Context: an optimization exercise on an open-source flow, tuned for small area. The choices shown serve that exercise and are no tape-out recipe. The RTL was checked by simulation tests, not by an equivalence proof against the original design. Power and IR drop assume default switching activity.

<file path="flow/run.sh">
#!/bin/bash
# synth_recipe.tcl (not shown) runs the flow's synth.tcl, then flattens the netlist and writes it again
# the make line also repeats each setting of config.mk as NAME=value (left out here)
make -C /OpenROAD-flow-scripts/flow DESIGN_CONFIG=/design/flow/config.mk WORK_HOME=/design/flow/orfs CLKGATE_MAP_FILE= SYNTH_SCRIPT=/design/flow/synth_recipe.tcl finish
</file>
<file path="flow/config.mk">
export PLATFORM = sky130hd
export DESIGN_NAME = branch_predictor
export DESIGN_NICKNAME = branch_predictor
export VERILOG_FILES = /design/flow/design.v
export SDC_FILE = /design/flow/constraint.sdc
export NUM_CORES = 4
export LEC_CHECK = 0
export CAP_MARGIN = 20
export CORE_MARGIN = 2
export CORE_UTILIZATION = 40
export SLEW_MARGIN = 20
</file>
<file path="flow/constraint.sdc">
create_clock -name core_clock -period 6.5 [get_ports {clk}]
set_input_delay 1.3000 -clock core_clock [delete_from_list [all_inputs] [get_ports {clk}]]
set_output_delay 1.3000 -clock core_clock [all_outputs]
set_load 0.01 [all_outputs]
</file>
<file path="flow/design.v">
package branch_predictor_pkg;
  typedef enum logic [1:0] {SN = 2'b00, WN = 2'b01, WT = 2'b10, ST = 2'b11} ctr_e;
  localparam int DEF_ENTRIES = 32;
  function automatic integer idx_w(input integer entries);
    idx_w = $clog2(entries);
  endfunction
  function automatic integer tag_w(input integer xlen, input integer entries);
    tag_w = xlen - $clog2(entries) - 2;
  endfunction
endpackage
module sat_counter2 (
  input  branch_predictor_pkg::ctr_e state_i,
  input  logic taken_i,
  output branch_predictor_pkg::ctr_e next_o
);
  always_comb
    next_o = taken_i ? (state_i == branch_predictor_pkg::ST ? branch_predictor_pkg::ST
                                                            : branch_predictor_pkg::ctr_e'(state_i + 2'd1))
                     : (state_i == branch_predictor_pkg::SN ? branch_predictor_pkg::SN
                                                            : branch_predictor_pkg::ctr_e'(state_i - 2'd1));
endmodule
module branch_predictor #(
  parameter int ENTRIES = branch_predictor_pkg::DEF_ENTRIES,
  parameter int XLEN    = 32
) (
  input  logic            clk,
  input  logic            rst_n,
  input  logic [XLEN-1:0] IF_PC,
  output logic            predicted,
  output logic [XLEN-1:0] predicted_target,
  input  logic            upd_valid,
  input  logic [XLEN-1:0] upd_PC,
  input  logic            upd_taken,
  input  logic [XLEN-1:0] upd_target,
  input  logic            upd_uncond,
  input  logic            upd_predicted,
  output logic            mispredict,
  output logic [15:0]     mispredict_count
);
  localparam int IDX_W = branch_predictor_pkg::idx_w(ENTRIES);
  localparam int TAG_W = branch_predictor_pkg::tag_w(XLEN, ENTRIES);
  logic             valid_q [ENTRIES];
  logic [TAG_W-1:0] tag_q   [ENTRIES];
  logic [XLEN-1:0]  tgt_q   [ENTRIES];
  logic             unc_q   [ENTRIES];
  branch_predictor_pkg::ctr_e             ctr_q   [ENTRIES];
  logic [15:0]      cnt_q, cnt_d;
  logic [IDX_W-1:0] f_idx, u_idx;
  logic [TAG_W-1:0] f_tag, u_tag;
  logic             u_hit, wr_en, unc_d;
  logic [XLEN-1:0]  tgt_d;
  branch_predictor_pkg::ctr_e             ctr_d, ctr_nx;
  logic             unused_pc_lsbs;
  assign f_idx = IF_PC[IDX_W+1:2];
  assign f_tag = IF_PC[XLEN-1:IDX_W+2];
  assign u_idx = upd_PC[IDX_W+1:2];
  assign u_tag = upd_PC[XLEN-1:IDX_W+2];
  assign unused_pc_lsbs = ^{IF_PC[1:0], upd_PC[1:0]};
  sat_counter2 u_sat (.state_i(ctr_q[u_idx]), .taken_i(upd_taken), .next_o(ctr_nx));
  always_comb begin
    predicted        = valid_q[f_idx] && tag_q[f_idx] == f_tag && (unc_q[f_idx] || ctr_q[f_idx][1]);
    predicted_target = tgt_q[f_idx];
  end
  always_comb begin
    u_hit      = valid_q[u_idx] && tag_q[u_idx] == u_tag;
    wr_en      = upd_valid && (u_hit || upd_taken);
    ctr_d      = (!u_hit || upd_uncond) ? (upd_uncond ? branch_predictor_pkg::ST : branch_predictor_pkg::WT) : ctr_nx;
    tgt_d      = (upd_taken || upd_uncond) ? upd_target : tgt_q[u_idx];
    unc_d      = u_hit ? unc_q[u_idx] : upd_uncond;
    mispredict = upd_valid && (upd_predicted ^ upd_taken);
    cnt_d      = cnt_q + 16'(mispredict);
  end
  always_ff @(posedge clk) begin
    if (!rst_n) begin
      for (int i = 0; i < ENTRIES; i++) begin
        valid_q[i] <= 1'b0;
        tag_q[i]   <= '0;
        tgt_q[i]   <= '0;
        unc_q[i]   <= 1'b0;
        ctr_q[i]   <= branch_predictor_pkg::WN;
      end
      cnt_q <= '0;
    end else begin
      if (wr_en) begin
        valid_q[u_idx] <= 1'b1;
        tag_q[u_idx]   <= u_tag;
        tgt_q[u_idx]   <= tgt_d;
        unc_q[u_idx]   <= unc_d;
        ctr_q[u_idx]   <= ctr_d;
      end
      cnt_q <= cnt_d;
    end
  end
  assign mispredict_count = cnt_q;
endmodule
</file>
==> flow_summary.toml <==
[outcome]
status = "finished clean"

[clocking]
cts_root_buffer = "clkbuf_16"
cts.hold.buffers_added = 0
cts_htree_levels = 4
cts.sinks = 1968
clock_latency_ns = 0.92
cts_tree = "yes"
cts_setup_buffers = 0
clockBufferDepth = 3
cts_made_buffers = 208
cts.clk_slew.worst_paths_ns = 0.06

[routing]
routed_via_density = 6.422
ant_nets = 0
first_iter_violations = 9242
routed_wl_um = 344700
drc = 0
drt_first_pass_iters = 5
wl_per_cell_um = 33.60
vias = 65880

[sta]
hold_violations = 0
rsz0062_at_grt = "no"
slew-limit-headroom_pct = 28.34
fmax_mhz = 156.1
finalSetupViolCount = 0
slew_violations = 0
max_slew.worst_pin.slew_ns = 1.071
period_needed_ns = 6.404
finClkSkew_ns = 0.09639
setup_slack_ns = 0.09556
post-route-period-util_pct = 98.53

[critical_path]
required_ns = 5.20
crit_slowest_cell = "mux4_2"
critPathKind = "in -> out"
crit_top_cell = "buf_4"
path_max_fanout = 32
cp_cell_sequence = "buf_8 -> buf_4 -> buf_6 -> mux4_2 -> mux4_2 -> o21ai_2 -> buf_4 -> nand3_1 -> nor4_2 -> buf_4 -> clkdlybuf4s50_1"
arrival_ns = 5.10
worst-path-buf-inv = 6
cp_top_family = "buffers and inverters"
startpoint_type = "input pin"
critPathCaptureType = "primary output"
cp_slowest_stage_delay_ns = 0.57

[layout]
layout_commonest_cell = "edfxtp_1"
fillers = 20660
final_cell_area_um2 = 109700
nNetsFinal = 7022
drive_gt1_share_pct = 19.73
final_cell_mix = "1,888 x edfxtp_1, 1,013 x nor2_1, 742 x nor3_1"
areaGrowthSynthToFinish_pct = 16.24

[floorplan]
io_pins = 152
die-area_um2 = 239800
placementRows = 178
fp.dieW_um = 489.7
coreArea_um2 = 235000
die_h_um = 489.7
start_util_pct = 40.15

[synth]
ys_async_sr_fraction_pct = 0
postSynthCellCount = 6895
synth.distinct_cells = 54
synth-edff-count = 1888
avgSynthCellArea_um2 = 13.68
ys.warnings.count = 2
ys_ff_latch = 1968
synth_top_flop_cell = "edfxtp_1"
seq_area_frac_synth_pct = 61.79
synthesis.nets = 6999
synth_area_um2 = 94340

[grt]
grt_overflow_total = 0
antenna_found_initial = 22
grt_pass1_vias = 65080
grt_pass1_wl_um = 481800
grtUsageTotal_pct = 28.36
grt_max_degree = 192

[placed_design]
port_buffers = 147
hpwl_um = 191400
dp_slack_ns = -0.3712
placed_area_um2 = 102800
gp_congestion = 0.8889

[pwr]
pwr_density_cell_nw_per_um2 = 273.3
leakage_nw = 34.66
peakVddDrop_mv = 0.2446

[run]
cap_viol_max_count = 0

[worst_hold_path]
hold_class = "reg -> reg"
## registers in the layout (all words and copies together), names as in the netlist
| signal | count |
|---|---|
| tgt_q | 1024 |
| tag_q | 800 |
| cnt_q | 16 |
| ctr_q | 64 |
| valid_q | 32 |
| unc_q | 32 |
## path summary, 6_finish.rpt
path | start | endpoint | slack (ns) | cells after the start
max | IF_PC[3] | predicted | 0.1 | 11
min | unc_q[28] | unc_q[28] | 0.47 | 2
max reg2reg | tag_q[11][24] | tag_q[23][22] | 1.82 | 11
min reg2reg | unc_q[28] | unc_q[28] | 0.47 | 2
## worst register-to-register path: cells and delay by family (launching register included)
family / cells / cell delay, ns
buf+inv: 2 / 0.54
compound gates: 4 / 1.08
flops: 1 / 0.40
simple gates: 4 / 1.95
mux: 1 / 0.33
## final cells by class
type	count	area, um2	area share, %
diodes	17	42.54	0.03879
clock buffers	263	5484	5.001
clock inverters	120	1240	1.131
inverters	9	33.78	0.03081
multi-input cells	4220	34360	31.33
flip-flops and latches	1968	58300	53.16
well taps	3150	3941	3.594
repair buffers	511	6271	5.718
## kinds of logic (layout without fill, tap and decap cells)
group,Yosys count,in the layout,synth area share [%]
AND/OR/NAND/NOR,2674,2674,12.65
other,0,17,0
adder cells (fa/ha/maj),4,4,0.04774
flip-flops,1968,1968,61.79
AO/OA/AOI/OAI,403,403,2.625
XOR/XNOR,41,41,0.3806
buffers and inverters,707,903,2.973
multiplexers,1098,1098,19.53
## routing by layer
layer,GRT usage (%),vias up,routed length [um]
li1,-,26530,-
met1,36.80,33640,124100
met2,44.85,4721,160200
met3,6.309,988,41530
met4,14.41,6,18790
met5,0,-,40
## through the flow
step	util, %	setup TNS, ns	power (W)	instances	hold slack [ns]
after CTS	46.64	0	0.02997	10240	0.4731
final	46.67	0	0.02997	10260	0.4741
after detailed placement	43.77	-0.3712	0.01833	9858	0.4597
after global placement	43.77	-0.4315	0.01827	9858	0.4446
after floorplan	-	-289.27	0.01674	6895	0.4352
after global routing	46.67	0	0.03067	10250	0.4934
## cells in the mapped netlist (3+ instances only)
cell,instances,area [um2]
nand2_1,564,2117
o31ai_1,25,187.7
nor4_1,65,406.6
nor2_1,1015,3810
a22oi_1,6,45.04
buf_4,3,22.52
or3_1,4,25.02
and4_1,4,35.03
clkbuf_1,462,1734
a21o_1,12,90.09
dfxtp_1,80,1602
and2_1,125,782.0
o211ai_1,13,97.59
xnor2_1,27,236.5
nand4b_1,5,43.79
or4b_1,5,50.05
nor3b_1,3,22.52
edfxtp_1,1888,56690
nor3_1,746,3734
and3b_1,4,35.03
buf_1,121,454.2
nand4_1,67,419.2
nand3b_1,3,22.52
buf_2,112,560.5
o21ai_1,4,20.02
mux2i_1,475,4755
or4_1,6,45.04
xor2_1,14,122.6
a21oi_1,20,100.1
nand3_1,26,130.1
nand4bb_1,6,67.56
mux4_2,591,13310
mux2_2,32,360.4
and3_1,15,93.84
o21ai_0,98,490.5
o22ai_1,212,1326
inv_1,7,26.28
a32o_1,3,30.03
nand2b_1,4,25.02
## what timing repair did
| item | CTS | global route |
|---|---|---|
| gates resized for setup | 4 | 7 |
| endpoints found under the setup margin | 1 | 1 |
| endpoints found under the hold margin | 0 | 0 |
## power by group
group / internal [W] / switching (W) / total, W
combinational: 0.00132 / 0.00210 / 0.00341
clock: 0.00650 / 0.00532 / 0.0118
sequential: 0.0145 / 0.000245 / 0.0147
total: 0.0223 / 0.00766 / 0.0300

==> static timing again, ports no longer ideal <==
How much do the figures lean on ideal ports? The routed layout below was timed once more, with nothing changed but the port constraints.
Step 1 (the two cells are an assumption about what drives the block):
set clk [get_ports {clk}]
set_driving_cell -lib_cell sky130_fd_sc_hd__clkbuf_16 $clk
set_driving_cell -lib_cell sky130_fd_sc_hd__buf_2 [delete_from_list [all_inputs] $clk]
Step 2 also shifts input and output timing later by t, the mid clock arrival at the registers, as if the neighbouring blocks saw the same clock.
Three values: ideal ports, drivers, drivers and shift; two values: the first two.
t (ns): 0.974
setup slack, ns: 0.096 / 0.041 / -0.208
worst setup path after step 2: input to register
slew at the worst register clock pin (ns): 0.07 / 0.07
worst data-port slew with drivers (ns): 0.24
With both steps, setup timing fails in this run, where it was met with ideal ports. For this run, drivers alone change the setup slack by -0.055 ns; drivers and shift together by -0.304 ns.
